Context: an optimization exercise on an open-source flow, tuned for small area and a short achievable clock period. The choices shown serve that exercise and are no tape-out recipe. Where RTL was checked, it was by simulation tests only, not by an equivalence proof against the original. No functional check of the RTL was part of run 1. Power is estimated from default activity; no workload was simulated.

==> design.v <==
module relu_pool2x2 #(
    parameter int DATA_W = 32,
    parameter int MAX_W  = 64,
    parameter int CNT_W  = 10
) (
    input  logic              clk,
    input  logic              rst,
    input  logic              clear,
    input  logic [CNT_W-1:0]  map_w,
    input  logic [CNT_W-1:0]  map_h,
    input  logic              conv_ack,
    input  logic [DATA_W-1:0] conv_r,
    input  logic [DATA_W-1:0] conv_g,
    input  logic [DATA_W-1:0] conv_b,
    output logic [DATA_W-1:0] pool_out,
    output logic              pool_valid,
    output logic              frame_done,
    output logic              cfg_err
);
    localparam int VW = DATA_W - 1;    
    logic [4:0]    wcfg;       
    logic [8:0]    hcfg;       
    logic          w2;         
    logic [4:0]    sec;        
    logic [4:0]    cpair;      
    logic          codd;       
    logic [8:0]    rpair;      
    logic          rodd;       
    logic          gh;         
    logic          gt_tail;    
    logic          take;
    logic          cpair_last;
    logic          rpair_last;
    logic          shift;
    logic          cfg_bad;
    assign take       = conv_ack & ~clear & ~cfg_err;
    assign cpair_last = (cpair == wcfg);
    assign rpair_last = (rpair == hcfg);
    assign shift      = take & ~codd;
    assign cfg_bad  = map_w[0] | map_h[0]
                    | (map_w < CNT_W'(2)) | (map_h < CNT_W'(2))
                    | (map_w > CNT_W'(MAX_W));
    logic [VW-1:0] head;
    logic [VW-1:0] tail;
    logic [VW-1:0] q1  [1];
    logic [VW-1:0] q2  [2];
    logic [VW-1:0] q4  [4];
    logic [VW-1:0] q8  [8];
    logic [VW-1:0] q15 [15];
    logic [VW-1:0] m1, m2, m4, m8, m15;
    logic [VW-1:0] res;
    assign m1  = sec[0] ? q1[0]   : head;
    assign m2  = sec[1] ? q2[1]   : m1;
    assign m4  = sec[2] ? q4[3]   : m2;
    assign m8  = sec[3] ? q8[7]   : m4;
    assign m15 = sec[4] ? q15[14] : m8;
    always_ff @(posedge clk) begin
        if (take) head <= res;
    end
    always_ff @(posedge clk) begin
        if (shift) begin
            q1[0] <= head;
            q2[0] <= m1;
            q2[1] <= q2[0];
            q4[0] <= m2;
            for (int i = 1; i < 4; i++) q4[i] <= q4[i-1];
            q8[0] <= m4;
            for (int i = 1; i < 8; i++) q8[i] <= q8[i-1];
            q15[0] <= m8;
            for (int i = 1; i < 15; i++) q15[i] <= q15[i-1];
            tail <= m15;
        end
    end
    logic [VW-1:0] x;
    assign x = ({VW{gh}} & head) | ({VW{gt_tail}} & tail);
    logic [31:0] ru, gu, bu, k1, c1;
    logic [32:0] k2, c2, a1, b1, xn;
    logic [33:0] u, v;
    logic        gt;
    logic        sat;
    assign ru = {~conv_r[DATA_W-1], conv_r[DATA_W-2:0]};
    assign gu = {~conv_g[DATA_W-1], conv_g[DATA_W-2:0]};
    assign bu = {~conv_b[DATA_W-1], conv_b[DATA_W-2:0]};
    assign k1 = ru ^ gu ^ bu;
    assign c1 = (ru & gu) | (ru & bu) | (gu & bu);
    assign u  = {2'b00, k1} + {1'b0, c1, 1'b0};
    assign a1 = {1'b0, k1};
    assign b1 = {c1, 1'b0};
    assign xn = {2'b00, ~x};
    assign k2 = a1 ^ b1 ^ xn;
    assign c2 = (a1 & b1) | (a1 & xn) | (b1 & xn);
    assign v  = {1'b0, k2} + {c2, 1'b0};
    assign gt  = v[33];
    assign sat = u[33];
    assign res = gt ? (u[VW-1:0] | {VW{sat}}) : x;
    assign pool_out = {1'b0, head};
    logic [4:0] wnew;
    logic [4:0] snew;
    assign wnew = map_w[5:1] - 5'd1;
    assign snew = (wnew - 5'd1 >= 5'd15) ? {1'b1, 4'(wnew - 5'd16)} : {1'b0, 4'(wnew - 5'd1)};
    always_ff @(posedge clk) begin
        if (clear) begin
            wcfg <= wnew;
            hcfg <= map_h[9:1] - 9'd1;
            w2   <= (wnew == 5'd0);
            sec  <= snew;
        end
    end
    always_ff @(posedge clk or posedge rst) begin
        if (rst) begin
            cfg_err <= 1'b1;
        end else if (clear) begin
            cfg_err <= cfg_bad;
        end
    end
    logic codd_n, rodd_n;
    always_comb begin
        codd_n = codd;
        rodd_n = rodd;
        if (clear) begin
            codd_n = 1'b0;
            rodd_n = 1'b0;
        end else if (take) begin
            codd_n = ~codd;
            if (codd && cpair_last) rodd_n = ~rodd;
        end
    end
    always_ff @(posedge clk or posedge rst) begin
        if (rst) begin
            codd    <= 1'b0;
            rodd    <= 1'b0;
            gh      <= 1'b0;
            gt_tail <= 1'b0;
        end else begin
            codd    <= codd_n;
            rodd    <= rodd_n;
            gh      <= codd_n | (rodd_n & w2);
            gt_tail <= ~codd_n & rodd_n & ~w2;
        end
    end
    always_ff @(posedge clk or posedge rst) begin
        if (rst) begin
            cpair <= '0;
            rpair <= '0;
        end else if (clear) begin
            cpair <= '0;
            rpair <= '0;
        end else if (take && codd) begin
            if (cpair_last) begin
                cpair <= '0;
                if (rodd) rpair <= rpair_last ? '0 : rpair + 9'd1;
            end else begin
                cpair <= cpair + 5'd1;
            end
        end
    end
    always_ff @(posedge clk or posedge rst) begin
        if (rst) begin
            pool_valid <= 1'b0;
            frame_done <= 1'b0;
        end else begin
            pool_valid <= take & codd & rodd;
            frame_done <= take & codd & rodd & cpair_last & rpair_last;
        end
    end
endmodule
==> run.sh <==
#!/bin/bash
# synth_recipe.tcl (not shown) runs the flow's synth.tcl, then flattens the netlist and writes it again
# the make line also repeats each setting of config.mk as NAME=value (left out here)
make -C /OpenROAD-flow-scripts/flow DESIGN_CONFIG=/design/flow/config.mk WORK_HOME=/design/flow/orfs CLKGATE_MAP_FILE= SYNTH_SCRIPT=/design/flow/synth_recipe.tcl finish
==> config.mk <==
export PLATFORM = sky130hd
export DESIGN_NAME = relu_pool2x2
export DESIGN_NICKNAME = relu_pool2x2
export VERILOG_FILES = /design/flow/design.v
export SDC_FILE = /design/flow/constraint.sdc
export NUM_CORES = 4
export LEC_CHECK = 0
export CAP_MARGIN = 20
export CORE_MARGIN = 2
export CORE_UTILIZATION = 65
export SLEW_MARGIN = 20
==> constraint.sdc <==
create_clock -name core_clock -period 11.0 [get_ports {clk}]
set_input_delay 2.2000 -clock core_clock [delete_from_list [all_inputs] [get_ports {clk}]]
set_output_delay 2.2000 -clock core_clock [all_outputs]
set_load 0.01 [all_outputs]
==> results of run 1 <==
==> power by group through the flow <==
stage	Sequential, mW	Clock (mW)	Combinational (mW)
after floorplan	4.41	0	0.532
after global placement	4.41	0	0.757
after detailed placement	4.41	0	0.774
after CTS	4.33	3.56	0.785
after global routing	4.33	3.70	0.866
final	4.33	3.47	0.793
==> kinds of logic after synthesis <==
| group | share of synthesized area, % |
|---|---|
| and+or+nand+nor | 2.05 |
| DFF | 80.6 |
| other | 0.00978 |
| muxes | 4.64 |
| buffers and inverters | 1.91 |
| xor gates and xnor gates | 1.28 |
| AOI/OAI and AO/OA | 3.88 |
| adders and majority gates | 5.61 |
==> layout by cell type (no fill, tap or decap), drive strengths merged, types with 23 or more instances in the layout <==
master         count
edfxtp          1012
mux2             157
ha                71
nand2             30
clkinv            51
clkdlybuf4s50    153
fa                63
inv              150
a21oi             38
clkbuf           111
nor2              38
xnor2             26
o21ai             31
a22oi             58
buf               23
xor2              30
==> per-layer routing <==
layer	vias up	wire length, um
li1	7857	-
met1	8880	30800
met2	585	31300
met3	86	3710
met4	0	1090
met5	-	0
==> stage by stage <==
step | power [mW] | cells | instance area (sq um) | hold slack, ns
finish | 8.59 | 3017 | 44400 | 0.402
global route | 8.90 | 3017 | 44400 | 0.404
CTS | 8.67 | 3013 | 44300 | 0.400
detailed placement | 5.19 | 2829 | 40900 | 0.405
global placement | 5.17 | 2829 | 40900 | 0.401
floorplan | 4.94 | 1919 | 38400 | 0.400
==> layout make-up <==
class / count / share of cell area, %
clock buffer: 111 / 5.78
clock inverter: 73 / 1.83
inverter: 147 / 1.24
multi-input combinational: 704 / 15.2
sequential: 1033 / 69.7
tap: 773 / 2.18
timing repair buffer: 176 / 4.11
==> registers in the layout, summed over array words and instances (netlist names), 5 cells and up <==
register  cells
head         31
cpair         5
q4          124
q2           62
q1           31
q15         465
wcfg          5
hcfg          9
q8          248
rpair         9
sec           5
tail         31
==> worst min path at each step <==
stage / cells past startpoint / start / endpoint
floorplan: 0 / q15[9][0]$_DFFE_PP_ / q15[10][0]$_DFFE_PP_
global placement: 0 / q15[1][4]$_DFFE_PP_ / q15[2][4]$_DFFE_PP_
detailed placement: 0 / q15[10][12]$_DFFE_PP_ / q15[11][12]$_DFFE_PP_
CTS: 0 / q8[3][19]$_DFFE_PP_ / q8[4][19]$_DFFE_PP_
global route: 0 / q15[4][16]$_DFFE_PP_ / q15[5][16]$_DFFE_PP_
finish: 0 / q8[3][19]$_DFFE_PP_ / q8[4][19]$_DFFE_PP_
==> critical path, stage by stage <==
cell,delay (ns)
clkdlybuf4s50_1,0.43
fa_1,0.60
inv_1,0.08
fa_1,0.53
inv_1,0.04
ha_1,0.33
nand4_1,0.17
a2111oi_1,0.50
nand2_1,0.10
o211ai_1,0.48
a31oi_4,0.15
nor2_1,0.21
a21boi_4,0.66
buf_16,0.23
a22oi_1,0.09
==> key figures, run 1 <==
Setup path
  • Worst EP arrival: 6.84 ns
  • CP Launch Type: input port
  • Critical path origin: conv_r[16]
  • FF-to-FF setup slack: about 6.2 ns
  • CP endpoint: head[16]$_DFFE_PP_
  • Endpoint class of the critical path: flop
  • Worst R2R Path Depth: 15
  • Worst Path Required: 11.37 ns
  • RR Endpoint: head[16]$_DFFE_PP_
  • Crit Path Max Fanout: 16
  • Reg2reg start: gh$_DFF_PP0_
  • Critical path class: input port to flop

Power
  • PD cells: 194 nW/um^2
  • Share of power burned in registers: 50.4%
  • Worst vdd ir: 161 uV
  • Sw Pwr: around 1.9 mW
  • Clock network fraction of design power: between 40% and 50%
  • Leakage: between 15 and 20 nW
  • Comb pwr share: under 10%
  • Net Sw Frac: a little over a fifth
  • Power Internal: approximately 6.7 mW

Timing
  • Crit path time final: roughly 6.5 ns
  • Final Setup Violations: 0
  • Worst setup margin: about 4.5 ns
  • Maximum clock rate: 155 MHz
  • Slew margin rel.: about a third
  • Hold Violations, Final: 0
  • Setup TNS: 0 ns
  • Clock skew: roughly 0.025 ns
  • Tightest Pin Transition: about 1 ns
  • Final worst-path cycle share: between 50% and 60%
  • RSZ-0062 raised after global routing: no
  • Final Slew Violations: 0

CTS
  • TritonCTS Buffers: 100
  • Post-CTS Resized: 0
  • # clock sinks: around 1,000
  • Clock tree buffer depth: 3
  • Clk latency of the worst-skew pair: between 0.6 and 0.7 ns
  • Root buf cell: clkbuf_16
  • CTS tree: built
  • Clk slew on worst S/H paths: about 0.06 ns
  • Hold_buf cts: 0
  • H-tree levels: 3
  • # Post-CTS Setup Buffers: 0

Global routing
  • First-pass GRT wire length: 99,800 um
  • GR Util met3: 3.34%
  • Grt ovf: 0
  • GR Util All Layers: about 22%
  • Initial antenna violation count: 0
  • GR peak layer: met1
  • GR Layer Usage met2: between 30% and 40%
  • Largest net degree at the start of global routing: about 230
  • Number of global-route vias before repair: roughly 17,000
  • Met1 global-route usage: around 34%

Place
  • Setup WS pre-CTS: between 3 and 4 ns
  • IO buf count: 153
  • Dpl hpwl: around 39,000 um
  • Placer Congestion: around 0.84

Floorplanning
  • Row cnt: between 80 and 90
  • # IOs: roughly 160
  • Die height: about 250 um
  • Die span in x: ~250 um
  • Initial core utilization: about two thirds
  • Core area: 58,700 sq um
  • Area of the die: 60,900 sq um

Layout
  • Fillers: approximately 3,200
  • Nets@finish: 2,416
  • Multi-input gate area: between 6000 and 7000 sq um
  • Post-layout util: 75.6%
  • Area growth, synth to finish: 15.7%
  • Storage element area: slightly above 30,000 sq um
  • Antenna Cells: 0
  • Share of layout cells above drive strength 1: 16.1%

Detailed routing
  • Routed length per instance: around 22 um
  • DR pass1 iterations: 5
  • Final wirelength: around 67,000 um
  • Vias per cell: roughly 5.8
  • First DRT Iteration DRCs: about 1,700
  • Final antenna-violating net count: 0
  • # DRC: 0
  • Routed vias: 17,400

Yosys
  • Post-synth EDFFs: around 1,000
  • Main synth FF type: edfxtp_1
  • Post-synth top area cell: edfxtp_1
  • Syn nets: around 2,200
  • Register area share after synthesis: between 80% and 90%
  • Syn Inst Count: approximately 1,900
  • Synth cell count leaders: edfxtp_1, mux2_2, inv_1, ha_1, fa_1
  • Most common cell in the netlist: edfxtp_1
  • Cell Area, Synth: about 38,000 sq um
  • Yosys warns: 6
  • Synth cell types: slightly above 70
  • Avg Synthesized Cell Area: around 20 sq um
  • Yosys top cell area share: 79.3%
  • Synth Register Bits: between 1,000 and 1,500
  • Asr flop ratio synth: 2.03%
  • Top post-synthesis cells by area: edfxtp_1, mux2_2, fa_1

Run status
  • Status: timing/DRC/antenna clean

Run
  • Max-cap violations: 0

Hold path
  • Min-delay worst type: flop to flop
==> run 2: changes to the inputs <==
--- a/design.v
+++ b/design.v
@@ -41,5 +41,9 @@
                     | (map_w < CNT_W'(2)) | (map_h < CNT_W'(2))
                     | (map_w > CNT_W'(MAX_W));
-    logic [VW-1:0] head;
+    logic [VW-1:0] head;       
+    logic          gq;         
+    logic          sq;         
+    logic [VW-1:0] uq;         
+    logic [VW-1:0] xq;         
     logic [VW-1:0] tail;
     logic [VW-1:0] q1  [1];
@@ -49,5 +53,4 @@
     logic [VW-1:0] q15 [15];
     logic [VW-1:0] m1, m2, m4, m8, m15;
-    logic [VW-1:0] res;
     assign m1  = sec[0] ? q1[0]   : head;
     assign m2  = sec[1] ? q2[1]   : m1;
@@ -56,6 +59,12 @@
     assign m15 = sec[4] ? q15[14] : m8;
     always_ff @(posedge clk) begin
-        if (take) head <= res;
+        if (take) begin
+            gq <= gt;
+            sq <= sat;
+            uq <= u[VW-1:0];
+            xq <= x;
+        end
     end
+    assign head = gq ? (uq | {VW{sq}}) : xq;
     always_ff @(posedge clk) begin
         if (shift) begin
@@ -93,5 +102,4 @@
     assign gt  = v[33];
     assign sat = u[33];
-    assign res = gt ? (u[VW-1:0] | {VW{sat}}) : x;
     assign pool_out = {1'b0, head};
     logic [4:0] wnew;
--- a/config.mk
+++ b/config.mk
@@ -9,3 +9,7 @@
 export CORE_MARGIN = 2
 export CORE_UTILIZATION = 65
+export CTS_BUF_LIST = sky130_fd_sc_hd__clkbuf_16
+export CTS_CLUSTER_DIAMETER = 80
+export CTS_CLUSTER_SIZE = 30
+export SETUP_SLACK_MARGIN = 5
 export SLEW_MARGIN = 20
==> key figures, run 2 <==
Yosys
  • Post-synth EDFFs: 1,045 (+3.3%)
  • Asr flop ratio synth: 1.97% (-0.063 points)
  • Post-synth top area cell: edfxtp_1
  • Synth cell types: 61 (-14%)
  • Cell Area, Synth: 39,500 sq um (+3.1%)
  • Most common cell in the netlist: edfxtp_1
  • Syn Inst Count: 1,970 (+2.7%)
  • Top post-synthesis cells by area: edfxtp_1, mux2_2, fa_1
  • Register area share after synthesis: 80.7% (+0.098 points)
  • Yosys warns: 6 (unchanged)
  • Syn nets: 2,223 (+2.3%)
  • Synth cell count leaders: edfxtp_1, mux2_2, inv_1, ha_1, fa_1
  • Yosys top cell area share: 79.4% (+0.14 points)
  • Synth Register Bits: 1,066 (+3.2%)
  • Avg Synthesized Cell Area: 20.1 sq um (+0.41%)
  • Main synth FF type: edfxtp_1

Floorplanning
  • Initial core utilization: 65.6% (+0.27 points)
  • Die height: 251 um (+1.5%)
  • Core area: 60,200 sq um (+2.7%)
  • # IOs: 155 (unchanged)
  • Die span in x: 251 um (+1.5%)
  • Row cnt: 90 (+1.1%)
  • Area of the die: 62,800 sq um (+3.0%)

Timing
  • Maximum clock rate: 179 MHz (+16%)
  • Slew margin rel.: 26.5% (-7.0 points)
  • Final worst-path cycle share: 50.9% (-8.0 points)
  • Clock skew: 0.0248 ns (-0.000279 ns)
  • Min Hold Slack: 0.420 ns (+0.0173 ns)
  • Final Setup Violations: 0 (unchanged)
  • Final Slew Violations: 0 (unchanged)
  • Tightest Pin Transition: 1.10 ns (+0.105 ns)
  • Setup TNS: 0 ns (unchanged)
  • Crit path time final: 5.60 ns (-0.875 ns)
  • Hold Violations, Final: 0 (unchanged)
  • RSZ-0062 raised after global routing: no

Detailed routing
  • Final antenna-violating net count: 0 (unchanged)
  • Routed length per instance: 21.9 um (-1.1%)
  • Vias per cell: 5.85 (+1.3%)
  • Final wirelength: 64,700 um (-3.2%)
  • Routed vias: 17,300 (-0.82%)
  • DR pass1 iterations: 5 (unchanged)
  • First DRT Iteration DRCs: 1,563 (-9.3%)
  • # DRC: 0 (unchanged)

Setup path
  • Worst Path Required: 11.35 ns (-0.02 ns)
  • FF-to-FF setup slack: 6.92 ns (+0.76 ns)
  • Worst EP arrival: 5.95 ns (-0.89 ns)
  • Critical Path Slowest Stage Cell: a211oi_1
  • Maximum single-stage delay on the critical path: 0.78 ns (+0.12 ns)
  • Worst R2R Path Depth: 12 (-3)
  • CP Launch Type: input port
  • RR Endpoint: gq$_DFFE_PP_
  • Endpoint class of the critical path: flop
  • Crit Path Max Fanout: 5 (-11)
  • Reg2reg start: gq$_DFFE_PP_
  • Critical path class: input port to flop
  • Critical path cell sequence: clkdlybuf4s50_1 > inv_1 > fa_1 > inv_1 > ha_1 > a21o_1 > nor3b_1 > a211oi_1 > a211oi_1 > o22ai_1 > mux2i_1 > o221ai_1

CTS
  • TritonCTS Buffers: 43 (-57%)
  • Clk slew on worst S/H paths: 0.11 ns (+0.05 ns)
  • # Post-CTS Setup Buffers: 0 (unchanged)
  • # clock sinks: 1,066 (+3.2%)
  • Hold_buf cts: 0 (unchanged)
  • CTS tree: built
  • Clk latency of the worst-skew pair: 0.62 ns (-0.03 ns)
  • Clock tree buffer depth: 3 (unchanged)
  • Root buf cell: clkbuf_16
  • Post-CTS Resized: 0 (unchanged)
  • H-tree levels: 2 (-1)

Global routing
  • Grt ovf: 0 (unchanged)
  • Number of global-route vias before repair: 16,900 (-0.97%)
  • Initial antenna violation count: 0 (unchanged)
  • GR Util All Layers: 20.7% (-1.4 points)
  • Largest net degree at the start of global routing: 218 (-5.6%)
  • First-pass GRT wire length: 98,300 um (-1.5%)

Layout
  • Regs by FF count: q15 (465), q8 (248), q4 (124)
  • Most flops, register: q15
  • Commonest non-fill, non-tap cell in the layout: edfxtp_1
  • Antenna Cells: 0 (unchanged)
  • Area growth, synth to finish: 9.65%
  • Final Instance Area: 43,300 sq um (-2.3%)
  • Nets@finish: 2,408 (-0.33%)
  • Fillers: 3,612 (+11%)
  • Number of flip-flops in the largest register: 465 (unchanged)
  • Share of layout cells above drive strength 1: 12.1% (-4.0 points)
  • Post-layout util: 71.9% (-3.7 points)
  • Commonest non-fill, non-tap cells in the layout: edfxtp_1, mux2_2, clkdlybuf4s50_1

Hold path
  • Worst Hold Path EP: q4[3][8]$_DFFE_PP_
  • Hold path depth: 0 (unchanged)
  • Min-delay worst type: flop to flop
  • Hold_sp: q4[2][8]$_DFFE_PP_

Power
  • Worst vdd ir: 171 uV (+5.9%)
  • Leakage: 14.5 nW (-4.9%)
  • PD cells: 162 nW/um^2 (-16%)

Run
  • Max-cap violations: 0 (unchanged)

Place
  • IO buf count: 153 (unchanged)
  • Placement Cell Area: 42,100 sq um (+2.9%)
  • Placer Congestion: 0.864 (+3.3%)
  • Dpl hpwl: 39,300 um (+1.0%)

Run status
  • Status: timing/DRC/antenna clean
[run 2: changes by cell type after synthesis, sizes merged, moves of 4 or more]
cell    previous run  this run
a21oi             38        48
a22o               2        27
a22oi             58         5
and4               4         0
buf               17        11
clkbuf            18        25
edfxtp          1012      1045
inv              147       143
o22a               0        30
xor2              30        26
[run 2: cells by family (layout without fill, tap and decap cells)]
kind of cell | count (synthesis) | in the layout | synth area share, %
AOI/OAI and AO/OA | 215 | 215 | 4.24
xor gates and xnor gates | 50 | 50 | 1.11
adders and majority gates | 133 | 133 | 5.41
buffers and inverters | 179 | 380 | 1.82
DFF | 1066 | 1066 | 80.7
muxes | 160 | 160 | 4.55
other | 1 | 1 | 0.00949
and+or+nand+nor | 166 | 166 | 2.15
[run 2: worst max-delay path: cells and delay by family]
kind / cells / cell delay [ns]
fa+ha+maj: 2 / 0.99
compound gates: 5 / 1.79
mux: 1 / 0.25
simple gates: 1 / 0.15
buf+inv: 3 / 0.57
[run 2: worst max-delay path by stage]
stage | from | endpoint | cells after the start
2_1_floorplan | clear | q15[0][0]$_DFFE_PP_ | 3
3_3_place_gp | conv_r[2] | uq[30]$_DFFE_PP_ | 12
3_5_place_dp | conv_r[5] | uq[30]$_DFFE_PP_ | 12
4_1_cts | conv_r[2] | uq[30]$_DFFE_PP_ | 12
5_1_grt | conv_r[2] | uq[30]$_DFFE_PP_ | 12
6_report | conv_r[5] | uq[30]$_DFFE_PP_ | 12
[run 2: layout make-up]
cell class,instances,area (sq um),area share (%)
flip-flops and latches,1066,31900,73.6
repair buffers,176,1750,4.04
inverters,143,537,1.24
clock buffers,43,1080,2.48
multi-input cells,725,6920,16.0
well taps,782,978,2.26
clock inverters,18,168,0.387
[run 2: per-stage QoR]
stage / total power, mW / cells / setup WS (ns)
2_1_floorplan: 5.00 / 1970 / -16.38
3_3_place_gp: 5.20 / 2891 / 4.97
3_5_place_dp: 5.22 / 2891 / 4.82
4_1_cts: 7.09 / 2952 / 5.47
5_1_grt: 7.28 / 2953 / 5.15
6_report: 7.02 / 2953 / 5.40
[run 2: layer usage]
layer  routed length (um)  track usage [%]  up-vias
met5                    0                0        -
met3                 3030             2.80       73
met1                30400             32.7     8890
met4                 1010             4.14        0
met2                30300             31.8      435
li1                     -                -     7867
[run 2: report_power, final]
group / switching (mW) / internal [mW]
logic: 0.378 / 0.298
clock network: 1.13 / 0.758
registers: 0.00575 / 4.45
total: 1.52 / 5.50
==> run 3: changes to the inputs <==
--- a/config.mk
+++ b/config.mk
@@ -9,7 +9,7 @@
 export CORE_MARGIN = 2
 export CORE_UTILIZATION = 65
-export CTS_BUF_LIST = sky130_fd_sc_hd__clkbuf_16
-export CTS_CLUSTER_DIAMETER = 80
-export CTS_CLUSTER_SIZE = 30
+export CTS_BUF_LIST = sky130_fd_sc_hd__clkbuf_8
+export CTS_CLUSTER_DIAMETER = 60
+export CTS_CLUSTER_SIZE = 20
 export SETUP_SLACK_MARGIN = 5
 export SLEW_MARGIN = 20
==> key figures, run 3 <==
Yosys
  • Synth cell types: 61 (unchanged)
  • Asr flop ratio synth: 1.97% (unchanged)
  • Register area share after synthesis: 80.7% (unchanged)
  • Synth Register Bits: 1,066 (unchanged)
  • Yosys warns: 6 (unchanged)
  • Syn Inst Count: 1,970 (unchanged)
  • Post-synth top area cell: edfxtp_1
  • Top post-synthesis cells by area: edfxtp_1, mux2_2, fa_1
  • Synth cell count leaders: edfxtp_1, mux2_2, inv_1, ha_1, fa_1
  • Most common cell in the netlist: edfxtp_1
  • Post-synth EDFFs: 1,045 (unchanged)
  • Cell Area, Synth: 39,500 sq um (unchanged)
  • Yosys top cell area share: 79.4% (unchanged)
  • Syn nets: 2,223 (unchanged)
  • Main synth FF type: edfxtp_1
  • Avg Synthesized Cell Area: 20.1 sq um (unchanged)

Setup path
  • Crit Path Max Fanout: 5 (unchanged)
  • Endpoint class of the critical path: flop
  • CP Launch Type: input port
  • Critical path class: input port to flop
  • Worst EP arrival: 5.99 ns (+0.04 ns)
  • Worst Path Required: 11.42 ns (+0.07 ns)

Power
  • Clock network fraction of design power: 26.0% (-0.9 points)
  • Comb pwr share: 9.7% (about the same)
  • Power Internal: 5.39 mW (-2.1%)
  • PD cells: 160 nW/um^2 (-1.1%)
  • Share of power burned in registers: 64.3% (+0.9 points)
  • Leakage: 14.4 nW (-0.11%)
  • Sw Pwr: 1.54 mW (+1.4%)
  • Net Sw Frac: 22.2% (+0.59 points)
  • Worst vdd ir: 124 uV (-28%)

Layout
  • Area growth, synth to finish: 9.43%
  • Commonest non-fill, non-tap cell in the layout: edfxtp_1
  • Nets@finish: 2,432 (+1.0%)
  • Fillers: 3,629 (+0.47%)
  • Post-layout util: 71.8% (-0.14 points)
  • Regs by FF count: q15 (465), q8 (248), q4 (124)
  • Share of layout cells above drive strength 1: 13.2% (+1.2 points)
  • Most flops, register: q15
  • Commonest non-fill, non-tap cells in the layout: edfxtp_1, mux2_2, clkdlybuf4s50_1
  • Number of flip-flops in the largest register: 465 (unchanged)
  • Finished Layout Cells: 2,984 (+1.0%)

Floorplanning
  • Die height: 251 um (unchanged)
  • Die span in x: 251 um (unchanged)
  • Initial core utilization: 65.6% (unchanged)
  • Core area: 60,200 sq um (unchanged)
  • # IOs: 155 (unchanged)
  • Area of the die: 62,800 sq um (unchanged)
  • Row cnt: 90 (unchanged)

Global routing
  • Largest net degree at the start of global routing: 218 (unchanged)
  • Initial antenna violation count: 1 (+1)
  • GR Util All Layers: 21.1% (+0.36 points)
  • Grt ovf: 0 (unchanged)
  • Number of global-route vias before repair: 17,200 (+1.8%)
  • First-pass GRT wire length: 99,600 um (+1.3%)

Timing
  • Tightest Pin Transition: 1.12 ns (+0.0173 ns)
  • Final worst-path cycle share: 50.7% (-0.18 points)
  • Min Hold Slack: 0.420 ns (-0.0000800 ns)
  • Final Setup Violations: 0 (unchanged)
  • Final Slew Violations: 0 (unchanged)
  • Setup TNS: 0 ns (unchanged)
  • Maximum clock rate: 179 MHz (+0.36%)
  • Clock skew: 0.0280 ns (+0.00322 ns)
  • Slew margin rel.: 25.3% (-1.2 points)
  • Crit path time final: 5.58 ns (-0.0202 ns)
  • Hold Violations, Final: 0 (unchanged)
  • RSZ-0062 raised after global routing: no

Hold path
  • Min-delay worst type: flop to flop

Place
  • DP Cell Count: 2,891 (unchanged)
  • Placer Congestion: 0.864 (unchanged)
  • IO buf count: 153 (unchanged)
  • Dpl hpwl: 39,300 um (unchanged)

Detailed routing
  • Routed length per instance: 21.9 um (about the same)
  • # DRC: 0 (unchanged)
  • Final wirelength: 65,400 um (+1.1%)
  • Vias per cell: 5.85 (about the same)
  • Routed vias: 17,500 (+1.1%)
  • DR pass1 iterations: 5 (unchanged)
  • Final antenna-violating net count: 0 (unchanged)
  • First DRT Iteration DRCs: 1,575 (+0.77%)

CTS
  • TritonCTS Buffers: 67 (+56%)
  • Root buf cell: clkbuf_8
  • Clk latency of the worst-skew pair: 0.67 ns (+0.05 ns)
  • Clk slew on worst S/H paths: 0.12 ns (about the same)
  • # clock sinks: 1,066 (unchanged)
  • Hold_buf cts: 0 (unchanged)
  • Post-CTS Resized: 0 (unchanged)
  • CTS tree: built
  • H-tree levels: 3 (+1)
  • # Post-CTS Setup Buffers: 0 (unchanged)
  • Clock tree buffer depth: 3 (unchanged)

Run
  • Max-cap violations: 0 (unchanged)

Run status
  • Status: timing/DRC/antenna clean
## run 3: path summary, 6_finish.rpt
check	to	cells after the start	start	slack (ns)
worst max-delay path	uq[30]$_DFFE_PP_	12	conv_r[5]	5.42
worst min-delay path	q15[5][13]$_DFFE_PP_	0	q15[4][13]$_DFFE_PP_	0.42
worst max register to register	gq$_DFFE_PP_	12	gq$_DFFE_PP_	6.90
worst min register to register	q15[5][13]$_DFFE_PP_	0	q15[4][13]$_DFFE_PP_	0.42
max in group asynchronous	cpair[0]$_DFFE_PP0P_	2	rst	8.47
min in group asynchronous	pool_valid$_DFF_PP0_	2	rst	1.99
## run 3: layout make-up
cell class,instances,area [sq um],share of cell area (%)
diodes,1,2.50,0.00579
inverters,143,537,1.24
clock buffers,69,950,2.20
repair buffers,176,1750,4.04
flip-flops and latches,1066,31900,73.8
well taps,782,978,2.26
multi-input cells,725,6920,16.0
clock inverters,22,206,0.477
## run 3: stage by stage
step                cell area (sq um)  setup slack [ns]  power, mW
finish                          43300              5.42       6.93
global route                    43300              5.25       7.20
CTS                             43200              5.56       7.01
detailed placement              42100              4.82       5.22
global placement                42100              4.97       5.20
floorplan                       39500            -16.38       5.00
## run 3: power by group through the flow
stage / clock [mW] / sequential [mW] / combinational [mW]
finish: 1.80 / 4.45 / 0.675
global route: 2.00 / 4.45 / 0.744
CTS: 1.88 / 4.45 / 0.678
detailed placement: 0 / 4.54 / 0.671
global placement: 0 / 4.54 / 0.656
floorplan: 0 / 4.56 / 0.439
## run 3: routing by layer
| layer | vias up | global-route usage, % | share of wire, % |
|---|---|---|---|
| li1 | 7915 | - | - |
| met1 | 8965 | 32.9 | 47 |
| met2 | 491 | 31.9 | 46 |
| met3 | 82 | 3.33 | 5.0 |
| met4 | 0 | 5.08 | 1.9 |
| met5 | - | 0 | 0 |
## run 3: critical path, cell delays in order
cell,delay (ns)
clkdlybuf4s50_1,0.46
inv_1,0.05
fa_1,0.62
inv_1,0.06
ha_1,0.37
a21o_1,0.20
nor3b_1,0.15
a211oi_1,0.81
a211oi_1,0.27
o22ai_1,0.42
mux2i_1,0.25
o221ai_1,0.13
## run 3: cell families after synthesis
kind of cell | synth area share (%)
other | 0.00949
xor gates and xnor gates | 1.11
and+or+nand+nor | 2.15
buffers and inverters | 1.82
muxes | 4.55
adders and majority gates | 5.41
DFF | 80.7
AOI/OAI and AO/OA | 4.24
==> run 4: changes to the inputs <==
==> flow/run.sh (new file) <==
#!/bin/bash
# Own layout flow: the standard ORFS flow (standard.sh, unchanged synthesis) with
#  - port buffers of a plain buffer cell (buf_2) instead of the default delay-cell choice,
#  - clock tree synthesis without dummy loads,
#  - a tighter setup-repair target.
# Every tool's output goes to the ORFS logs under orfs/logs; make's own output to make.log.
set -euo pipefail
export BUFFER_PORTS_ARGS="-buffer_cell sky130_fd_sc_hd__buf_2"
export CTS_ARGS="-sink_clustering_enable -repair_clock_nets -buf_list sky130_fd_sc_hd__clkbuf_8 -dont_use_dummy_load"
bash standard.sh SETUP_SLACK_MARGIN=6 finish > make.log 2>&1
==> standard.sh (new file) <==
#!/bin/bash
# synth_recipe.tcl (not shown) runs the flow's synth.tcl, then flattens the netlist and writes it again
# the make line also repeats each setting of config.mk as NAME=value (left out here)
make -C /OpenROAD-flow-scripts/flow DESIGN_CONFIG=/design/flow/config.mk WORK_HOME=/design/flow/orfs CLKGATE_MAP_FILE= SYNTH_SCRIPT=/design/flow/synth_recipe.tcl "${@:-finish}"
--- a/config.mk
+++ b/config.mk
@@ -9,7 +9,3 @@
 export CORE_MARGIN = 2
 export CORE_UTILIZATION = 65
-export CTS_BUF_LIST = sky130_fd_sc_hd__clkbuf_8
-export CTS_CLUSTER_DIAMETER = 60
-export CTS_CLUSTER_SIZE = 20
-export SETUP_SLACK_MARGIN = 5
 export SLEW_MARGIN = 20
removed: run.sh
==> key figures, run 4 <==
Timing
  • Setup TNS: 0 ns (unchanged)
  • Final Setup Violations: 0 (unchanged)
  • Maximum clock rate: 206 MHz (+15%)
  • Tightest Pin Transition: 0.991 ns (-0.129 ns)
  • Min Hold Slack: 0.373 ns (-0.0470 ns)
  • Hold Violations, Final: 0 (unchanged)
  • RSZ-0062 raised after global routing: yes
  • Slew margin rel.: 34.0% (+8.6 points)
  • Crit path time final: 4.85 ns (-0.721 ns)
  • Final Slew Violations: 0 (unchanged)
  • Final worst-path cycle share: 44.1% (-6.6 points)
  • Clock skew: 0.0664 ns (+0.0384 ns)

Detailed routing
  • Routed vias: 17,800 (+2.0%)
  • Vias per cell: 5.84 (-0.14%)
  • Final wirelength: 66,500 um (+1.7%)
  • DR pass1 iterations: 5 (unchanged)
  • Routed length per instance: 21.8 um (-0.46%)
  • # DRC: 0 (unchanged)
  • First DRT Iteration DRCs: 1,500 (-4.8%)
  • Final antenna-violating net count: 0 (unchanged)

Yosys
  • Syn nets: 2,223 (unchanged)
  • Main synth FF type: edfxtp_1
  • Avg Synthesized Cell Area: 20.1 sq um (unchanged)
  • Top post-synthesis cells by area: edfxtp_1, mux2_2, fa_1
  • Register area share after synthesis: 80.7% (unchanged)
  • Syn Inst Count: 1,970 (unchanged)
  • Yosys warns: 6 (unchanged)
  • Post-synth EDFFs: 1,045 (unchanged)
  • Most common cell in the netlist: edfxtp_1
  • Cell Area, Synth: 39,500 sq um (unchanged)
  • Asr flop ratio synth: 1.97% (unchanged)
  • Synth Register Bits: 1,066 (unchanged)
  • Yosys top cell area share: 79.4% (unchanged)
  • Synth cell count leaders: edfxtp_1, mux2_2, inv_1, ha_1, fa_1
  • Post-synth top area cell: edfxtp_1
  • Synth cell types: 61 (unchanged)

Setup path
  • FF-to-FF setup slack: 7.11 ns (+0.21 ns)
  • Worst Path Required: 11.49 ns (+0.07 ns)
  • Worst Path Buf+Inv: 4 (+1)
  • Critical Path Stages: 14 (+2)
  • Critical path cell sequence: buf_2 > inv_1 > fa_1 > inv_1 > ha_1 > inv_1 > fa_1 > nor2b_1 > o2111ai_1 > a21o_1 > o211ai_1 > nand4b_1 > a311o_1 > xnor2_1
  • Crit Path Max Fanout: 3 (-2)
  • Critical path origin: conv_r[1]
  • Endpoint class of the critical path: flop
  • Most common cell on crit path: inv_1
  • Worst EP arrival: 5.34 ns (-0.65 ns)
  • Worst R2R Path Depth: 12 (unchanged)
  • RR Endpoint: gq$_DFFE_PP_
  • Critical Path Slowest Stage Cell: fa_1
  • Maximum single-stage delay on the critical path: 0.48 ns (-0.33 ns)
  • Reg2reg start: gq$_DFFE_PP_
  • CP endpoint: uq[27]$_DFFE_PP_
  • Critical path class: input port to flop
  • Critical path's top delay family: compound AO/OA/AOI/OAI gates
  • CP Launch Type: input port

Global routing
  • Initial antenna violation count: 1 (unchanged)
  • Largest net degree at the start of global routing: 163 (-25%)
  • GR Util All Layers: 21.5% (+0.41 points)
  • First-pass GRT wire length: 100,000 um (+0.82%)
  • Number of global-route vias before repair: 17,800 (+3.5%)
  • Grt ovf: 0 (unchanged)

Floorplanning
  • Area of the die: 62,800 sq um (unchanged)
  • Row cnt: 90 (unchanged)
  • Die height: 251 um (unchanged)
  • Die span in x: 251 um (unchanged)
  • Initial core utilization: 65.6% (unchanged)
  • Core area: 60,200 sq um (unchanged)
  • # IOs: 155 (unchanged)

CTS
  • TritonCTS Buffers: 161 (+140%)
  • CTS tree: built
  • Hold_buf cts: 0 (unchanged)
  • Clk slew on worst S/H paths: 0.06 ns (-0.06 ns)
  • H-tree levels: 4 (+1)
  • Clock tree buffer depth: 3 (unchanged)
  • Clk latency of the worst-skew pair: 0.80 ns (+0.13 ns)
  • Root buf cell: clkbuf_8
  • # clock sinks: 1,066 (unchanged)

Power
  • Worst vdd ir: 122 uV (-1.5%)
  • Leakage: 15.0 nW (+3.7%)
  • PD cells: 176 nW/um^2 (+9.8%)

Layout
  • Post-layout util: 72.4% (+0.57 points)
  • Number of flip-flops in the largest register: 465 (unchanged)
  • Finished Layout Cells: 3,048 (+2.1%)
  • Regs by FF count: q15 (465), q8 (248), q4 (124)
  • Commonest non-fill, non-tap cells in the layout: edfxtp_1, clkbuf_8, mux2_2
  • Share of layout cells above drive strength 1: 22.9% (+9.7 points)
  • Most flops, register: q15
  • Nets@finish: 2,520 (+3.6%)
  • Area growth, synth to finish: 10.3%
  • Commonest non-fill, non-tap cell in the layout: edfxtp_1

Place
  • Dpl hpwl: 38,600 um (-1.6%)
  • DP Cell Count: 2,885 (-0.21%)
  • IO buf count: 153 (unchanged)
  • Placer Congestion: 0.845 (-2.1%)

Hold path
  • Min-delay worst type: flop to flop

Run status
  • Status: timing/DRC/antenna clean

Run
  • Max-cap violations: 0 (unchanged)
run 4: kinds of logic after synthesis:
family,after synthesis,synth area share [%]
XOR/XNOR,50,1.11
flip-flops,1066,80.7
AND/OR/NAND/NOR,166,2.15
AO/OA/AOI/OAI,215,4.24
multiplexers,160,4.55
buffers and inverters,179,1.82
adder cells (fa/ha/maj),133,5.41
other,1,0.00949
run 4: what timing repair did:
action,in CTS,in global routing
setup buffers,0,0
gates resized for setup,3,7
gates cloned,1,0
setup endpoints to repair,426,343
run 4: metal layers:
layer  up-vias  wire length [um]  global-route usage (%)
met5         -                 0                       0
met4         0              1700                    8.16
met3       133              3460                    4.50
met2       513             30100                    31.2
met1      9087             31300                    32.7
li1       8069                 -                       -
run 4: final cells by class:
type	instances	area (sq um)
sequential	1066	31900
timing repair buffer	170	1020
tap	782	978
inverter	143	537
clock buffer	161	2220
multi-input combinational	725	6930
antenna	1	2.50
fill	3618	16600
run 4: power breakdown:
| part | leakage [nW] | switching (mW) | internal [mW] |
|---|---|---|---|
| registers | 9.71 | 0.00586 | 4.46 |
| clock network | 1.16 | 1.27 | 1.29 |
| logic | 4.11 | 0.374 | 0.276 |
run 4: per-stage QoR:
stage / total power, mW / setup WS, ns / cell area (sq um)
6_report: 7.67 / 6.15 / 43600
5_1_grt: 7.99 / 6.00 / 43600
4_1_cts: 7.77 / 6.01 / 43600
3_5_place_dp: 5.19 / 4.82 / 41300
3_3_place_gp: 5.18 / 4.95 / 41300
2_1_floorplan: 5.00 / -16.38 / 39600
run 4: worst min path at each step:
| stage | end | from | depth (start not counted) | slack (ns) |
|---|---|---|---|---|
| 2_1_floorplan | q15[10][0]$_DFFE_PP_ | q15[9][0]$_DFFE_PP_ | 0 | 0.40 |
| 3_3_place_gp | q2[1][14]$_DFFE_PP_ | q2[0][14]$_DFFE_PP_ | 0 | 0.40 |
| 3_5_place_dp | q15[10][21]$_DFFE_PP_ | q15[9][21]$_DFFE_PP_ | 0 | 0.40 |
| 4_1_cts | q8[3][9]$_DFFE_PP_ | q8[2][9]$_DFFE_PP_ | 0 | 0.37 |
| 5_1_grt | q15[5][3]$_DFFE_PP_ | q15[4][3]$_DFFE_PP_ | 0 | 0.37 |
| 6_report | q8[3][9]$_DFFE_PP_ | q8[2][9]$_DFFE_PP_ | 0 | 0.37 |
==> run 5: changes to the inputs <==
==> flow/run.sh (replaced) <==
#!/bin/bash
# Own layout flow: the standard ORFS flow (standard.sh, unchanged synthesis) with
#  - port buffers of a plain buffer cell (buf_2) instead of the default delay-cell choice,
#  - clock tree synthesis with clkbuf_8 clusters of up to 20 sinks and no dummy loads,
#  - a tighter setup-repair target (SETUP_SLACK_MARGIN=7 at the design's 11 ns clock).
# Every tool's output goes to the ORFS logs under orfs/logs; make's own output to make.log.
set -euo pipefail
export BUFFER_PORTS_ARGS="-buffer_cell sky130_fd_sc_hd__buf_2"
export CTS_ARGS="-sink_clustering_enable -repair_clock_nets -buf_list sky130_fd_sc_hd__clkbuf_8 -sink_clustering_size 20 -sink_clustering_max_diameter 60 -dont_use_dummy_load"
bash standard.sh SETUP_SLACK_MARGIN=7 finish > make.log 2>&1
==> key figures, run 5 <==
Run status
  • Status: timing/DRC/antenna clean

Detailed routing
  • Routed length per instance: 22.6 um (+3.5%)
  • Vias per cell: 5.83 (-0.26%)
  • Routed vias: 17,700 (-0.43%)
  • First DRT Iteration DRCs: 1,522 (+1.5%)
  • Final antenna-violating net count: 0 (unchanged)
  • DR pass1 iterations: 5 (unchanged)
  • # DRC: 0 (unchanged)
  • Final wirelength: 68,700 um (+3.3%)

Setup path
  • Critical path cell sequence: buf_8 > inv_4 > fa_1 > inv_2 > ha_4 > inv_2 > fa_2 > nor2b_4 > o2111ai_4 > a21o_1 > o211ai_1 > nand4b_1 > buf_4 > a31o_4 > xnor2_2
  • Maximum single-stage delay on the critical path: 0.49 ns (about the same)
  • CP Launch Type: input port
  • Worst EP arrival: 5.03 ns (-0.31 ns)
  • Critical Path Slowest Stage Cell: fa_1
  • Critical path's top delay family: adder cells
  • Critical path class: input port to flop
  • Most common cell on crit path: inv_2
  • Worst Path Buf+Inv: 5 (+1)
  • Worst Path Required: 11.41 ns (-0.08 ns)
  • Endpoint class of the critical path: flop
  • Crit Path Max Fanout: 2 (-1)

Layout
  • Area growth, synth to finish: 12.2%
  • Fillers: 3,485 (-3.7%)
  • Number of flip-flops in the largest register: 465 (unchanged)
  • Storage element area: 31,900 sq um (unchanged)
  • Nets@finish: 2,514 (-0.24%)
  • Regs by FF count: q15 (465), q8 (248), q4 (124)
  • Final Instance Area: 44,300 sq um (+1.7%)
  • Post-layout util: 73.6% (+1.2 points)
  • Share of layout cells above drive strength 1: 28.6% (+5.7 points)
  • Most flops, register: q15
  • Multi-input gate area: 7800 sq um (+13%)
  • Commonest non-fill, non-tap cells in the layout: edfxtp_1, mux2_2, inv_1
  • Finished Layout Cells: 3,043 (-0.16%)
  • Commonest non-fill, non-tap cell in the layout: edfxtp_1

CTS
  • TritonCTS Buffers: 67 (-58%)
  • H-tree levels: 3 (-1)
  • Clock tree buffer depth: 3 (unchanged)
  • # clock sinks: 1,066 (unchanged)
  • CTS tree: built
  • Clk latency of the worst-skew pair: 0.69 ns (-0.11 ns)
  • Root buf cell: clkbuf_8
  • Clk slew on worst S/H paths: 0.12 ns (+0.06 ns)

Power
  • Clock network fraction of design power: 23.8% (-9.5 points)
  • Net Sw Frac: 22.4% (+0.91 points)
  • Worst vdd ir: 138 uV (+13%)
  • Post-route total power: 6.93 mW (-9.6%)
  • Sw Pwr: 1.56 mW (-5.8%)
  • PD cells: 156 nW/um^2 (-11%)
  • Leakage: 15.0 nW (about the same)
  • Comb pwr share: 12.0% (+3.5 points)
  • Share of power burned in registers: 64.2% (+6.0 points)
  • Power Internal: 5.38 mW (-11%)

Yosys
  • Asr flop ratio synth: 1.97% (unchanged)
  • Register area share after synthesis: 80.7% (unchanged)
  • Yosys top cell area share: 79.4% (unchanged)
  • Avg Synthesized Cell Area: 20.1 sq um (unchanged)
  • Syn Inst Count: 1,970 (unchanged)
  • Cell Area, Synth: 39,500 sq um (unchanged)
  • Yosys warns: 6 (unchanged)
  • Post-synth top area cell: edfxtp_1
  • Synth cell count leaders: edfxtp_1, mux2_2, inv_1, ha_1, fa_1
  • Synth Register Bits: 1,066 (unchanged)
  • Synth cell types: 61 (unchanged)
  • Main synth FF type: edfxtp_1
  • Most common cell in the netlist: edfxtp_1
  • Post-synth EDFFs: 1,045 (unchanged)
  • Syn nets: 2,223 (unchanged)
  • Top post-synthesis cells by area: edfxtp_1, mux2_2, fa_1

Global routing
  • Grt ovf: 0 (unchanged)
  • Number of global-route vias before repair: 17,400 (-2.6%)
  • First-pass GRT wire length: 102,000 um (+1.8%)
  • Largest net degree at the start of global routing: 200 (+23%)
  • GR Util All Layers: 22.0% (+0.53 points)
  • Initial antenna violation count: 1 (unchanged)

Timing
  • Crit path time final: 4.62 ns (-0.234 ns)
  • Tightest Pin Transition: 1.03 ns (+0.0404 ns)
  • Final Slew Violations: 0 (unchanged)
  • Maximum clock rate: 216 MHz (+5.1%)
  • Hold Violations, Final: 0 (unchanged)
  • RSZ-0062 raised after global routing: yes
  • Slew margin rel.: 31.3% (-2.7 points)
  • Min Hold Slack: 0.366 ns (-0.00707 ns)
  • Setup TNS: 0 ns (unchanged)
  • Final Setup Violations: 0 (unchanged)
  • Clock skew: 0.0885 ns (+0.0221 ns)
  • Final worst-path cycle share: 42.0% (-2.1 points)
  • Worst setup margin: 6.38 ns (+0.234 ns)

Floorplanning
  • Core area: 60,200 sq um (unchanged)
  • Die span in x: 251 um (unchanged)
  • # IOs: 155 (unchanged)
  • Area of the die: 62,800 sq um (unchanged)
  • Die height: 251 um (unchanged)
  • Initial core utilization: 65.6% (unchanged)
  • Row cnt: 90 (unchanged)

Place
  • Setup WS pre-CTS: 4.69 ns (-0.130 ns)
  • Placer Congestion: 0.856 (+1.3%)
  • Dpl hpwl: 38,300 um (-0.76%)
  • DP Cell Count: 2,888 (+0.10%)
  • IO buf count: 153 (unchanged)
  • Placement Cell Area: 41,500 sq um (+0.60%)

Run
  • Max-cap violations: 0 (unchanged)

Hold path
  • Min-delay worst type: flop to flop
[run 5: cell types whose count changed in the layout (fill, tap and decap cells not counted), sizes merged]
cell | before | now
nand2b | 13 | 14
buf | 168 | 255
bufbuf | 1 | 2
diode | 1 | 2
clkbuf | 162 | 67
[run 5: worst reg2reg max path, cell delays in order (launching register included)]
cell and delay [ns]:
edfxtp_1 0.43, buf_6 0.14, buf_6 0.11, buf_12 0.14
buf_16 0.16, o22a_1 0.24, buf_4 0.14, buf_4 0.13
a22oi_1 0.36, fa_1 0.52, ha_4 0.27, and3_4 0.18
nand3_4 0.06, a221oi_2 0.04, o211ai_1 0.34, a21oi_2 0.16
o21ai_2 0.19, nand3b_1 0.10
[run 5: final timing paths]
path                                 startpoint              endpoint  slack, ns  depth (start not counted)
max                                   conv_g[1]      uq[29]$_DFFE_PP_       6.38                         15
min                        q15[3][10]$_DFFE_PP_  q15[4][10]$_DFFE_PP_       0.37                          0
max reg2reg                        gq$_DFFE_PP_          gq$_DFFE_PP_       7.06                         17
min reg2reg                q15[3][10]$_DFFE_PP_  q15[4][10]$_DFFE_PP_       0.37                          0
max in group asynchronous                   rst  rpair[8]$_DFFE_PP0P_       8.83                          2
min in group asynchronous                   rst  rpair[0]$_DFFE_PP0P_       1.65                          2
[run 5: layout make-up]
type                            count  area share, %
Sequential cell                  1066           71.9
Multi-Input combinational cell    726           17.6
Timing Repair Buffer              257           4.91
Tap cell                          782           2.21
Clock buffer                       67           2.08
Inverter                          143           1.24
Antenna cell                        2         0.0113
[run 5: layer usage]
metal / vias up / track usage (%) / part of all wire (%)
li1: 8056 / - / -
met1: 9092 / 34.2 / 47
met2: 472 / 32.9 / 46
met3: 106 / 3.60 / 4.9
met4: 0 / 6.50 / 2.6
met5: - / 0 / 0
[run 5: cell families (layout without fill, tap and decap cells)]
logic type / after synthesis / count (layout) / share of synthesized area [%]
flops: 1066 / 1066 / 80.7
fa+ha+maj: 133 / 133 / 5.41
simple gates: 166 / 167 / 2.15
buf+inv: 179 / 467 / 1.82
other cells: 1 / 3 / 0.00949
xor+xnor: 50 / 50 / 1.11
compound gates: 215 / 215 / 4.24
mux: 160 / 160 / 4.55
[run 5: repair_timing]
item / CTS / global route
setup buffers: 68 / 11
hold buffers: 0 / 0
setup endpoints to repair: 985 / 54
gates cloned: 7 / 0
pin swaps: 98 / 39
gates resized for setup: 179 / 41
[run 5: power by group through the flow]
stage / logic (mW) / clock network, mW / registers [mW]
2_1_floorplan: 0.478 / 0 / 4.56
3_3_place_gp: 0.671 / 0 / 4.54
3_5_place_dp: 0.685 / 0 / 4.54
4_1_cts: 0.791 / 1.72 / 4.45
5_1_grt: 0.897 / 1.84 / 4.45
6_report: 0.829 / 1.65 / 4.45
==> run 6: changes to the inputs <==
--- a/design.v
+++ b/design.v
@@ -23,4 +23,5 @@
     logic          w2;         
     logic [4:0]    sec;        
+    logic [4:0]    secn;       
     logic [4:0]    cpair;      
     logic          codd;       
@@ -53,16 +54,14 @@
     logic [VW-1:0] q15 [15];
     logic [VW-1:0] m1, m2, m4, m8, m15;
-    assign m1  = sec[0] ? q1[0]   : head;
-    assign m2  = sec[1] ? q2[1]   : m1;
-    assign m4  = sec[2] ? q4[3]   : m2;
-    assign m8  = sec[3] ? q8[7]   : m4;
-    assign m15 = sec[4] ? q15[14] : m8;
+    assign m1  = ({VW{sec[0]}} & q1[0])   | ({VW{secn[0]}} & head);
+    assign m2  = ({VW{sec[1]}} & q2[1])   | ({VW{secn[1]}} & m1);
+    assign m4  = ({VW{sec[2]}} & q4[3])   | ({VW{secn[2]}} & m2);
+    assign m8  = ({VW{sec[3]}} & q8[7])   | ({VW{secn[3]}} & m4);
+    assign m15 = ({VW{sec[4]}} & q15[14]) | ({VW{secn[4]}} & m8);
     always_ff @(posedge clk) begin
-        if (take) begin
-            gq <= gt;
-            sq <= sat;
-            uq <= u[VW-1:0];
-            xq <= x;
-        end
+        gq <= take & gt;
+        sq <= sat;
+        uq <= u[VW-1:0];
+        xq <= take ? x : head;
     end
     assign head = gq ? (uq | {VW{sq}}) : xq;
@@ -113,4 +112,5 @@
             w2   <= (wnew == 5'd0);
             sec  <= snew;
+            secn <= ~snew;
         end
     end
==> key figures, run 6 <==
CTS
  • Clock tree buffer depth: 3 (unchanged)
  • Root buf cell: clkbuf_8
  • H-tree levels: 3 (unchanged)
  • Clk slew on worst S/H paths: 0.11 ns (about the same)
  • # clock sinks: 1,071 (+0.47%)
  • CTS tree: built
  • TritonCTS Buffers: 66 (-1.5%)
  • Hold_buf cts: 0 (unchanged)
  • Clk latency of the worst-skew pair: 0.68 ns (about the same)

Detailed routing
  • DR pass1 iterations: 5 (unchanged)
  • Routed vias: 18,000 (+1.3%)
  • Vias per cell: 6.03 (+3.6%)
  • First DRT Iteration DRCs: 1,823 (+20%)
  • Routed length per instance: 23.4 um (+3.6%)
  • Final wirelength: 69,600 um (+1.4%)
  • Final antenna-violating net count: 0 (unchanged)
  • # DRC: 0 (unchanged)

Layout
  • Commonest non-fill, non-tap cell in the layout: edfxtp_1
  • Share of layout cells above drive strength 1: 17.7% (-11 points)
  • Most flops, register: q15
  • Nets@finish: 2,459 (-2.2%)
  • Number of flip-flops in the largest register: 465 (unchanged)
  • Area growth, synth to finish: 9.56%
  • Commonest non-fill, non-tap cells in the layout: edfxtp_1, a22o_1, buf_2
  • Fillers: 3,630 (+4.2%)
  • Regs by FF count: q15 (465), q8 (248), q4 (124)
  • Post-layout util: 71.8% (-1.8 points)

Timing
  • Clock skew: 0.0563 ns (-0.0322 ns)
  • Final worst-path cycle share: 40.9% (-1.1 points)
  • Final Setup Violations: 0 (unchanged)
  • Maximum clock rate: 222 MHz (+2.8%)
  • Min Hold Slack: 0.401 ns (+0.0356 ns)
  • Tightest Pin Transition: 0.797 ns (-0.234 ns)
  • Slew margin rel.: 46.8% (+16 points)
  • Setup TNS: 0 ns (unchanged)
  • Final Slew Violations: 0 (unchanged)
  • Crit path time final: 4.49 ns (-0.126 ns)
  • RSZ-0062 raised after global routing: yes
  • Hold Violations, Final: 0 (unchanged)

Hold path
  • Min-delay worst type: flop to flop

Yosys
  • Register area share after synthesis: 81.5% (+0.77 points)
  • Syn Inst Count: 1,979 (+0.46%)
  • Syn nets: 2,233 (+0.45%)
  • Most common cell in the netlist: edfxtp_1
  • Yosys top cell area share: 76.8% (-2.6 points)
  • Cell Area, Synth: 38,500 sq um (-2.5%)
  • Synth Register Bits: 1,071 (+0.47%)
  • Synth cell types: 61 (unchanged)
  • Avg Synthesized Cell Area: 19.5 sq um (-2.9%)
  • Asr flop ratio synth: 1.96% (-0.0092 points)
  • Top post-synthesis cells by area: edfxtp_1, a22o_1, dfxtp_1
  • Post-synth EDFFs: 986 (-5.6%)
  • Yosys warns: 6 (unchanged)
  • Main synth FF type: edfxtp_1
  • Synth cell count leaders: edfxtp_1, a22o_1, inv_1, ha_1, dfxtp_1
  • Post-synth top area cell: edfxtp_1

Setup path
  • Critical Path Slowest Stage Cell: fa_2
  • Most common cell on crit path: a21o_1
  • Worst Path Required: 11.57 ns (+0.16 ns)
  • CP Launch Type: input port
  • FF-to-FF setup slack: 7.35 ns (+0.29 ns)
  • Critical path class: input port to flop
  • Crit Path Max Fanout: 2 (unchanged)
  • Endpoint class of the critical path: flop
  • Worst EP arrival: 5.06 ns (+0.03 ns)
  • Maximum single-stage delay on the critical path: 0.63 ns (+0.14 ns)
  • Critical path cell sequence: buf_2 > fa_2 > inv_2 > fa_1 > inv_1 > ha_2 > a21o_1 > a21o_1 > a21o_1 > a21o_1 > a211oi_2 > o221ai_2 > a221oi_2 > o21ai_1

Global routing
  • GR Util All Layers: 22.9% (+0.94 points)
  • Grt ovf: 0 (unchanged)
  • Met1 global-route usage: 33.9% (-0.29 points)
  • GR peak layer: met2
  • GR Util met3: 3.22% (-0.37 points)
  • Largest net degree at the start of global routing: 108 (-46%)
  • Initial antenna violation count: 1 (unchanged)
  • Number of global-route vias before repair: 17,600 (+1.7%)
  • GR Layer Usage met2: 36.7% (+3.8 points)
  • First-pass GRT wire length: 104,000 um (+1.6%)

Power
  • PD cells: 170 nW/um^2 (+8.5%)
  • Worst vdd ir: 140 uV (+1.2%)
  • Leakage: 14.5 nW (-3.4%)

Floorplanning
  • Die span in x: 248 um (-1.2%)
  • Initial core utilization: 65.6% (about the same)
  • Core area: 58,800 sq um (-2.4%)
  • Area of the die: 61,300 sq um (-2.4%)
  • Row cnt: 89 (-1.1%)
  • Die height: 248 um (-1.2%)
  • # IOs: 155 (unchanged)

Run
  • Max-cap violations: 0 (unchanged)

Run status
  • Status: timing/DRC/antenna clean

Place
  • IO buf count: 153 (unchanged)
  • Dpl hpwl: 40,400 um (+5.5%)
  • Placer Congestion: 0.810 (-5.4%)
run 6: final cells by class:
type / instances / area, sq um / area share (%)
well taps: 773 / 967 / 2.29
multi-input cells: 742 / 6950 / 16.5
diodes: 1 / 2.50 / 0.00593
inverters: 112 / 445 / 1.05
flip-flops and latches: 1071 / 31400 / 74.4
repair buffers: 212 / 1550 / 3.66
clock buffers: 66 / 908 / 2.15
run 6: report_power, final:
part	internal, mW	switching, mW
clock network	0.545	1.09
registers	4.53	0.0357
logic	0.412	0.552
run 6: cell families after synthesis:
| family | Yosys count | share of synthesized area, % |
|---|---|---|
| flip-flops | 1071 | 81.5 |
| AO/OA/AOI/OAI | 369 | 7.31 |
| buffers and inverters | 166 | 1.65 |
| AND/OR/NAND/NOR | 165 | 2.19 |
| adder cells (fa/ha/maj) | 134 | 5.58 |
| multiplexers | 17 | 0.493 |
| other | 1 | 0.00973 |
| XOR/XNOR | 56 | 1.27 |
run 6: per-layer routing:
metal | share of wire (%) | vias to the layer above
met4 | 2.1 | 0
li1 | - | 8062
met3 | 5.7 | 93
met5 | 0 | -
met1 | 44 | 9256
met2 | 48 | 553
run 6: critical path: cells and delay by family:
kind	cells	cell delay (ns)
buffers and inverters	3	0.21
adder cells (fa/ha/maj)	3	1.28
AO/OA/AOI/OAI	8	1.37
run 6: timing repair:
action,CTS,global route
endpoints found under the setup margin,979,79
cloned,6,0
pin swaps,37,19
buffers inserted,21,9
resized for setup,77,32
run 6: final timing paths:
path	start	to	depth (start not counted)
worst min-delay path	q4[0][5]$_DFFE_PP_	q4[1][5]$_DFFE_PP_	0
min in group asynchronous	rst	cpair[1]$_DFFE_PP0P_	2
worst max register to register	gq$_DFF_P_	gq$_DFF_P_	14
worst min register to register	q4[0][5]$_DFFE_PP_	q4[1][5]$_DFFE_PP_	0
max in group asynchronous	rst	cpair[3]$_DFFE_PP0P_	2
worst max-delay path	conv_b[9]	gq$_DFF_P_	14
run 6: through the flow:
step	area, sq um	total power, mW	std cells	setup slack [ns]
2_1_floorplan	38800	5.22	1979	0.923
3_3_place_gp	40500	5.51	2874	5.18
3_5_place_dp	40500	5.53	2874	5.08
4_1_cts	42000	7.21	2967	6.61
5_1_grt	42200	7.46	2977	6.43
6_report	42200	7.17	2977	6.51
==> run 7: changes to the inputs <==
--- a/design.v
+++ b/design.v
@@ -134,22 +134,12 @@
         end
     end
-    always_ff @(posedge clk or posedge rst) begin
-        if (rst) begin
-            codd    <= 1'b0;
-            rodd    <= 1'b0;
-            gh      <= 1'b0;
-            gt_tail <= 1'b0;
-        end else begin
-            codd    <= codd_n;
-            rodd    <= rodd_n;
-            gh      <= codd_n | (rodd_n & w2);
-            gt_tail <= ~codd_n & rodd_n & ~w2;
-        end
+    always_ff @(posedge clk) begin
+        codd    <= codd_n;
+        rodd    <= rodd_n;
+        gh      <= codd_n | (rodd_n & w2);
+        gt_tail <= ~codd_n & rodd_n & ~w2;
     end
-    always_ff @(posedge clk or posedge rst) begin
-        if (rst) begin
-            cpair <= '0;
-            rpair <= '0;
-        end else if (clear) begin
+    always_ff @(posedge clk) begin
+        if (clear) begin
             cpair <= '0;
             rpair <= '0;
==> key figures, run 7 <==
Run status
  • Status: timing/DRC/antenna clean

Yosys
  • Post-synth top area cell: edfxtp_1
  • Main synth FF type: edfxtp_1
  • Yosys warns: 6 (unchanged)
  • Cell Area, Synth: 38,400 sq um (-0.27%)
  • Syn Inst Count: 1,972 (-0.35%)
  • Yosys top cell area share: 77.0% (+0.20 points)
  • Syn nets: 2,225 (-0.36%)
  • Top post-synthesis cells by area: edfxtp_1, dfxtp_1, a22o_1
  • Most common cell in the netlist: edfxtp_1
  • Post-synth EDFFs: 986 (unchanged)
  • Avg Synthesized Cell Area: 19.5 sq um (about the same)
  • Synth cell count leaders: edfxtp_1, a22o_1, inv_1, dfxtp_1, ha_1
  • Synth cell types: 61 (unchanged)
  • Register area share after synthesis: 81.5% (about the same)
  • Asr flop ratio synth: 0.280% (-1.7 points)
  • Synth Register Bits: 1,071 (unchanged)

CTS
  • Clk slew on worst S/H paths: 0.11 ns (about the same)
  • Root buf cell: clkbuf_8
  • CTS tree: built
  • Clock tree buffer depth: 3 (unchanged)
  • H-tree levels: 3 (unchanged)
  • Hold_buf cts: 0 (unchanged)
  • Clk latency of the worst-skew pair: 0.68 ns (about the same)
  • # clock sinks: 1,071 (unchanged)
  • TritonCTS Buffers: 66 (unchanged)

Timing
  • Crit path time final: 4.61 ns (+0.117 ns)
  • Slew margin rel.: 50.0% (+3.2 points)
  • Final Setup Violations: 0 (unchanged)
  • Hold Violations, Final: 0 (unchanged)
  • Final worst-path cycle share: 41.9% (+1.1 points)
  • RSZ-0062 raised after global routing: yes
  • Final Slew Violations: 0 (unchanged)
  • Setup TNS: 0 ns (unchanged)
  • Maximum clock rate: 217 MHz (-2.5%)
  • Clock skew: 0.0445 ns (-0.0118 ns)
  • Tightest Pin Transition: 0.750 ns (-0.0472 ns)

Detailed routing
  • DR pass1 iterations: 5 (unchanged)
  • # DRC: 0 (unchanged)
  • Routed vias: 18,000 (+0.12%)
  • Routed length per instance: 24.1 um (+3.1%)
  • Vias per cell: 6.02 (-0.21%)
  • First DRT Iteration DRCs: 1,533 (-16%)
  • Final wirelength: 72,000 um (+3.4%)
  • Final antenna-violating net count: 0 (unchanged)

Setup path
  • Worst Path Required: 11.56 ns (about the same)
  • Crit Path Max Fanout: 2 (unchanged)
  • FF-to-FF setup slack: 7.31 ns (-0.04 ns)
  • Critical Path Stages: 13 (-1)
  • Critical Path Slowest Stage Cell: fa_2
  • Critical path's top delay family: adder cells
  • CP endpoint: gq$_DFF_P_
  • Endpoint class of the critical path: flop
  • Maximum single-stage delay on the critical path: 0.62 ns (about the same)
  • Critical path class: input port to flop
  • Worst Path Buf+Inv: 3 (unchanged)
  • Critical path cell sequence: buf_2 > fa_2 > inv_1 > fa_1 > inv_1 > ha_1 > a21o_1 > a21o_1 > a211o_1 > o2111ai_2 > a211oi_2 > o41a_1 > a211o_1
  • Reg2reg start: gq$_DFF_P_
  • RR Endpoint: gq$_DFF_P_
  • Worst R2R Path Depth: 15 (+1)
  • Worst EP arrival: 5.17 ns (+0.11 ns)
  • CP Launch Type: input port
  • Critical path origin: conv_b[11]

Global routing
  • Largest net degree at the start of global routing: 111 (+2.8%)
  • Grt ovf: 0 (unchanged)
  • First-pass GRT wire length: 104,000 um (+0.34%)
  • Initial antenna violation count: 1 (unchanged)
  • Number of global-route vias before repair: 17,200 (-2.4%)
  • GR Util All Layers: 23.4% (+0.42 points)

Layout
  • Number of flip-flops in the largest register: 465 (unchanged)
  • Area growth, synth to finish: 10.9%
  • Most flops, register: q15
  • Commonest non-fill, non-tap cell in the layout: edfxtp_1
  • Regs by FF count: q15 (465), q8 (248), q4 (124)
  • Commonest non-fill, non-tap cells in the layout: edfxtp_1, a22o_1, buf_2
  • Share of layout cells above drive strength 1: 19.2% (+1.5 points)
  • Fillers: 3,552 (-2.1%)
  • Finished Layout Cells: 2,987 (+0.34%)
  • Nets@finish: 2,468 (+0.37%)

Run
  • Max-cap violations: 0 (unchanged)

Place
  • Placer Congestion: 0.827 (+2.1%)
  • IO buf count: 153 (unchanged)
  • DP Cell Count: 2,868 (-0.21%)
  • Dpl hpwl: 40,200 um (-0.54%)

Floorplanning
  • Die span in x: 247 um (-0.13%)
  • Core area: 58,800 sq um (unchanged)
  • Row cnt: 89 (unchanged)
  • Initial core utilization: 65.4% (-0.17 points)
  • # IOs: 155 (unchanged)
  • Die height: 247 um (-0.13%)
  • Area of the die: 61,100 sq um (-0.26%)

Power
  • PD cells: 170 nW/um^2 (+0.18%)
  • Worst vdd ir: 133 uV (-4.7%)
  • Leakage: 14.5 nW (+0.31%)

Hold path
  • Min-delay worst type: flop to flop
## run 7: worst min path at each step
stage                          startpoint                    end  slack [ns]  depth (start not counted)
floorplan             q15[9][0]$_DFFE_PP_   q15[10][0]$_DFFE_PP_        0.40                          0
global placement      q8[6][23]$_DFFE_PP_    q8[7][23]$_DFFE_PP_        0.40                          0
detailed placement  q15[10][16]$_DFFE_PP_  q15[11][16]$_DFFE_PP_        0.40                          0
CTS                  q15[5][22]$_DFFE_PP_   q15[6][22]$_DFFE_PP_        0.40                          0
global route         q15[5][22]$_DFFE_PP_   q15[6][22]$_DFFE_PP_        0.40                          0
finish               q15[5][22]$_DFFE_PP_   q15[6][22]$_DFFE_PP_        0.39                          0
## run 7: power breakdown
group	internal (mW)	total, mW	switching [mW]
clock network	0.545	1.65	1.10
registers	4.53	4.58	0.0499
logic	0.467	1.02	0.554
total	5.54	7.25	1.71
## run 7: layout make-up
type / instances / area, sq um / area share [%]
repair buffers: 226 / 1780 / 4.18
inverters: 107 / 409 / 0.960
diodes: 1 / 2.50 / 0.00587
multi-input cells: 743 / 7230 / 17.0
flip-flops and latches: 1071 / 31300 / 73.5
well taps: 773 / 967 / 2.27
clock buffers: 66 / 908 / 2.13
## run 7: per-layer routing
| layer | wire (um) | GRT usage [%] |
|---|---|---|
| met1 | 32500 | 35.6 |
| met2 | 33600 | 35.5 |
| met3 | 4220 | 4.15 |
| met4 | 1710 | 6.38 |
| met5 | 0 | 0 |
## run 7: what timing repair did
action                                  in CTS  in global routing
pin swaps                                   22                 28
gates resized for setup                     65                105
buffers inserted                            17                 23
endpoints found under the setup margin     966                160
gates cloned                                 7                  5
## run 7: cell families (layout without fill, tap and decap cells)
| family | Yosys count | in the layout | share of synthesized area (%) |
|---|---|---|---|
| flops | 1071 | 1071 | 81.5 |
| simple gates | 175 | 177 | 2.22 |
| xor+xnor | 62 | 62 | 1.41 |
| buf+inv | 160 | 399 | 1.60 |
| fa+ha+maj | 133 | 133 | 5.56 |
| other cells | 1 | 2 | 0.00975 |
| compound gates | 351 | 351 | 7.17 |
| mux | 19 | 19 | 0.550 |
## run 7: metrics by stage
stage / worst slack (ns) / utilization (%) / hold WS (ns) / area, sq um / total power, mW
finish: 6.39 / 72.5 / 0.392 / 42600 / 7.25
global route: 6.32 / 72.5 / 0.404 / 42600 / 7.54
CTS: 6.44 / 71.3 / 0.401 / 41900 / 7.20
detailed placement: 4.97 / 68.7 / 0.405 / 40400 / 5.52
global placement: 5.10 / 68.7 / 0.401 / 40400 / 5.51
floorplan: 0.743 / - / 0.400 / 38700 / 5.22

-- port drivers added, routing unchanged --
Ports are ideal in the flow. The routed layouts listed here were re-timed in OpenROAD. Step 1 sets driving cells, clkbuf_16 on the clock port and buf_2 on the other inputs (assumed; they add their load-dependent delay and slew). Step 2, shift: input delay + t, output delay - t, t = (earliest + latest rising clock arrival at the registers) / 2. This alone moves slack from input paths to output paths. Three values: no drivers, after step 1, after step 2; two values: the first two.
run | t, ns | setup WS [ns]
run 1 | 0.708 | 4.530 / 4.570 / 3.862
run 2 | 0.668 | 5.404 / 5.437 / 4.769
run 3 | 0.726 | 5.425 / 5.456 / 4.730
run 4 | 0.818 | 6.145 / 6.174 / 5.357
run 5 | 0.708 | 6.379 / 6.379 / 5.671
run 6 | 0.710 | 6.506 / 6.539 / 5.830
run 7 | 0.719 | 6.389 / 6.423 / 5.704
After both steps setup and hold are still met in every run listed.
